From an optimization exercise on the open Yosys and OpenROAD flow, aimed at small area; shortcuts taken in it are not production practice.
The RTL was checked by simulation tests, not by an equivalence proof against the original design.

== P ==
Design bm_noise_out, start of the top module:
module bm_noise_out #(
   parameter int DEPTH = 8,
   parameter int AW    = 3
) (
   input  logic          clk,
   input  logic          rst_n,
   input  logic          in_valid,
   output logic          in_ready,
   input  logic [16:0]   f,
   input  logic [15:0]   g0,
   input  logic [15:0]   g1,
   output logic          out_valid,
   input  logic          out_ready,
   output logic [15:0]   out_data,
   output logic          out_idx,
   output logic [AW:0]   fifo_level
);
Size: roughly 1400 cells after synthesis, roughly 420 flip-flops, roughly 76 I/O pins.
Settings: LEC_CHECK=0, CAP_MARGIN=20, CORE_MARGIN=2, CORE_UTILIZATION=40, CTS_BUF_LIST=sky130_fd_sc_hd__clkbuf_8, CTS_CLUSTER_DIAMETER=60, CTS_CLUSTER_SIZE=18, SLEW_MARGIN=20, SYNTH_HIERARCHICAL=1, SYNTH_MINIMUM_KEEP_SIZE=0; clock period 8.0 ns.
run.sh (not shown) runs the stock make flow with config.mk's settings and CLKGATE_MAP_FILE= SYNTH_SCRIPT=/design/flow/synth_recipe.tcl, a recipe that flattens the netlist after the stock synthesis.
## Diff of input files: Q against P
==> flow/flow/run.sh (new file) <==
#!/bin/bash
# The standard layout (the standard.sh: standard synthesis, then ORFS
# floorplan to finish) with some placement/CTS choices changed:
#  - port buffers use the smallest buffer cell (every port still gets one);
#  - clock tree synthesis adds no dummy loads (same buffers and clustering
#    as config.mk asks for);
#  - after synthesis, the resizer may not use the larger buffer cells.
set -euo pipefail
bash standard.sh synth > synth.log 2>&1
base=$(make -s -C "$FLOW_HOME" DESIGN_CONFIG="$PWD/config.mk" print-DONT_USE_CELLS 2>/dev/null | sed -n 's/^DONT_USE_CELLS *[:=] *//p')
[[ -n "$base" ]] || { echo "could not read DONT_USE_CELLS" >&2; exit 1; }
echo "platform DONT_USE_CELLS: $base" > dont_use.log
export BUFFER_PORTS_ARGS="-buffer_cell sky130_fd_sc_hd__buf_1"
export CTS_ARGS="-sink_clustering_enable -repair_clock_nets -dont_use_dummy_load -buf_list sky130_fd_sc_hd__clkbuf_8 -sink_clustering_size 18 -sink_clustering_max_diameter 60"
bash standard.sh "DONT_USE_CELLS=$base sky130_fd_sc_hd__buf_8 sky130_fd_sc_hd__buf_12 sky130_fd_sc_hd__buf_16" finish > standard.log 2>&1
==> flow/standard.sh (new file) <==
#!/bin/bash
# synth_recipe.tcl (not shown) runs the flow's synth.tcl, then flattens the netlist and writes it again
# the make line also repeats each setting of config.mk as NAME=value (left out here)
make -C /OpenROAD-flow-scripts/flow DESIGN_CONFIG=/design/flow/config.mk WORK_HOME=/design/flow/orfs CLKGATE_MAP_FILE= SYNTH_SCRIPT=/design/flow/synth_recipe.tcl "${@:-finish}"
removed: flow/run.sh
Results
- From P to Q the numbers moved as follows: worst-case reg-to-reg path depth now larger; first-iteration DRC count now larger; setup slack of the most critical reg-to-reg path now smaller.
[inputs] R vs Q
Settings: CORE_UTILIZATION changed from 40 to 65.
==> flow/flow/run.sh <==
#!/bin/bash
# The standard layout (the standard.sh: standard synthesis, then ORFS
# floorplan to finish) with two placement/CTS choices changed:
#  - port buffers use the smallest buffer cell (every port still gets one);
#  - clock tree synthesis adds no dummy loads (same buffers and clustering
#    as config.mk asks for).
set -euo pipefail
export BUFFER_PORTS_ARGS="-buffer_cell sky130_fd_sc_hd__buf_1"
export CTS_ARGS="-sink_clustering_enable -repair_clock_nets -dont_use_dummy_load -buf_list sky130_fd_sc_hd__clkbuf_8 -sink_clustering_size 18 -sink_clustering_max_diameter 60"
bash standard.sh > standard.log 2>&1
==> comparison <==
- R vs. Q: slew at the pin with the worst max-slew slack has increased; data required time of the worst path went down by 0.04 ns; number of gates given a new drive strength after cts about even.
- Q reports its critical path's slowest cell as o21ai_1 while R reports mux4_2.
Changes in S relative to R:
Settings: CORE_UTILIZATION now 40, was 65.
--- outcome ---
- Summary of S over R: met2 layer usage reported by global route shrank by 15 points, clock-cell share of area ~0 delta, data required time at the worst endpoint shows no meaningful change, total wire length after detailed routing picked up an extra about 5%, count of pins over their slew limit closely matched the old numbers.
- Start point of the critical path = half_reg$_DFFE_PN0P_: R; start point of the critical path = rd_ptr_reg[0]$_DFFE_PN0P_: S
- The die area in S is 1.6 times that in R.


bm_noise_out, a different RTL version from the one above (not shown whole).
Size in the first run: ~420 flip-flops, about 76 I/O pins, roughly 0.023 mm^2 of cells after synthesis.
export LEC_CHECK = 0
export CAP_MARGIN = 20
export CORE_MARGIN = 2
export CORE_UTILIZATION = 40
export CTS_BUF_LIST = sky130_fd_sc_hd__clkbuf_8
export CTS_CLUSTER_DIAMETER = 60
export CTS_CLUSTER_SIZE = 18
export SLEW_MARGIN = 20
export SYNTH_HIERARCHICAL = 1
export SYNTH_MINIMUM_KEEP_SIZE = 0
create_clock -name core_clock -period 8.0 [get_ports {clk}]
standard.sh (not shown) runs the stock make flow with config.mk's settings and CLKGATE_MAP_FILE= SYNTH_SCRIPT=/design/flow/synth_recipe.tcl, a recipe that flattens the netlist after the stock synthesis.
==> flow/flow/run.sh <==
#!/bin/bash
# The standard layout (the standard.sh: standard synthesis, then ORFS
# floorplan to finish) with two placement/CTS choices changed:
#  - port buffers use the smallest buffer cell (every port still gets one);
#  - clock tree synthesis adds no dummy loads (same buffers and clustering
#    as config.mk asks for);
#  - after global routing, gates off the critical paths are downsized
#    (ORFS power recovery, RECOVER_POWER=100).
set -euo pipefail
export BUFFER_PORTS_ARGS="-buffer_cell sky130_fd_sc_hd__buf_1"
export CTS_ARGS="-sink_clustering_enable -repair_clock_nets -dont_use_dummy_load -buf_list sky130_fd_sc_hd__clkbuf_8 -sink_clustering_size 18 -sink_clustering_max_diameter 60"
bash standard.sh RECOVER_POWER=100 finish > standard.log 2>&1
The baseline reached the layout checks and failed them: capacitance limit, slew limit.
Next try:
==> flow/flow/run.sh (replaced) <==
#!/bin/bash
# The standard layout (the standard.sh: standard synthesis, then ORFS
# floorplan to finish) with two placement/CTS choices changed:
#  - port buffers use the smallest buffer cell (every port still gets one);
#  - clock tree synthesis adds no dummy loads (same buffers and clustering
#    as config.mk asks for).
set -euo pipefail
export BUFFER_PORTS_ARGS="-buffer_cell sky130_fd_sc_hd__buf_1"
export CTS_ARGS="-sink_clustering_enable -repair_clock_nets -dont_use_dummy_load -buf_list sky130_fd_sc_hd__clkbuf_16 -sink_clustering_size 30 -sink_clustering_max_diameter 70"
bash standard.sh > standard.log 2>&1
CTS_BUF_LIST = sky130_fd_sc_hd__clkbuf_16   (was sky130_fd_sc_hd__clkbuf_8)
CTS_CLUSTER_DIAMETER = 70   (was 60)
CTS_CLUSTER_SIZE = 30   (was 18)
Result: The changed run passed the timing, DRC and antenna checks. Final area climbs by 0.59%. Wire length drops by 1.0%.
Next try:
--- a/flow/flow/run.sh
+++ b/flow/flow/run.sh
@@ -9 +9 @@
-export CTS_ARGS="-sink_clustering_enable -repair_clock_nets -dont_use_dummy_load -buf_list sky130_fd_sc_hd__clkbuf_16 -sink_clustering_size 30 -sink_clustering_max_diameter 70"
+export CTS_ARGS="-sink_clustering_enable -repair_clock_nets -dont_use_dummy_load -buf_list sky130_fd_sc_hd__clkbuf_8 -sink_clustering_size 22 -sink_clustering_max_diameter 60"
CTS_BUF_LIST = sky130_fd_sc_hd__clkbuf_8   (was sky130_fd_sc_hd__clkbuf_16)
CTS_CLUSTER_DIAMETER = 60   (was 70)
CTS_CLUSTER_SIZE = 22   (was 30)
=> First-iteration DRC count rose by 2.1%; sequential share of layout area came out higher by 0.28 points; via count went up by 0.40%; worst hold slack is about the same; clock skew grows by 34 ps; synthesized cell count is unchanged; final area drops by 0.55%.
Next try:
--- a/flow/flow/run.sh
+++ b/flow/flow/run.sh
@@ -9 +9 @@
-export CTS_ARGS="-sink_clustering_enable -repair_clock_nets -dont_use_dummy_load -buf_list sky130_fd_sc_hd__clkbuf_8 -sink_clustering_size 22 -sink_clustering_max_diameter 60"
+export CTS_ARGS="-sink_clustering_enable -repair_clock_nets -dont_use_dummy_load -buf_list sky130_fd_sc_hd__clkbuf_8 -sink_clustering_size 18 -sink_clustering_max_diameter 60"
CTS_CLUSTER_SIZE = 18   (was 22)
Outcome: The changed run finished clean; design area stays flat; wire length hardly moves; global-route usage came out higher by 0.20 points; hold slack stays flat; worst setup slack gets worse by 16 ps; maximum frequency is about the same; count of clock-buffer cells in the layout grows by 4; non-clock buffer count does not change; die area does not change.

==> afterwards: timing with drivers on the ports <==
The results above use ideal ports. As a check the final layouts listed here were re-extracted and re-timed, cells and wires unchanged.
Step 1: set_driving_cell puts a clkbuf_16 on clk and a buf_2 on each other input, an assumption about the parent block.
Step 2 adds t to the input delays and takes it off the output delays; t is the mean of the earliest and latest rising clock arrival at the registers after step 1. Input paths then give back, and output paths get back, about the clock's delay inside the block.
Slacks: no drivers / after step 1 / after step 2; pairs: no drivers / after step 1.
run	t (ns)	slack for setup (ns)	worst setup path after step 2	slew at the worst register clock pin (ns)
P	0.685	0.339 / 0.339 / 0.339	register to register	0.11 / 0.11
Q	0.655	0.307 / 0.307 / 0.307	register to register	0.11 / 0.11
R	0.660	0.278 / 0.278 / 0.278	register to register	0.11 / 0.11
S	0.648	0.375 / 0.375 / 0.375	register to register	0.11 / 0.11
the first run of note 2	0.624	0.560 / 0.560 / 0.560	register to register	0.11 / 0.11
the second run of note 2	0.603	0.599 / 0.599 / 0.599	register to register	0.11 / 0.11
the third run of note 2	0.669	0.617 / 0.617 / 0.617	register to register	0.12 / 0.12
the fourth run of note 2	0.624	0.601 / 0.601 / 0.601	register to register	0.11 / 0.11
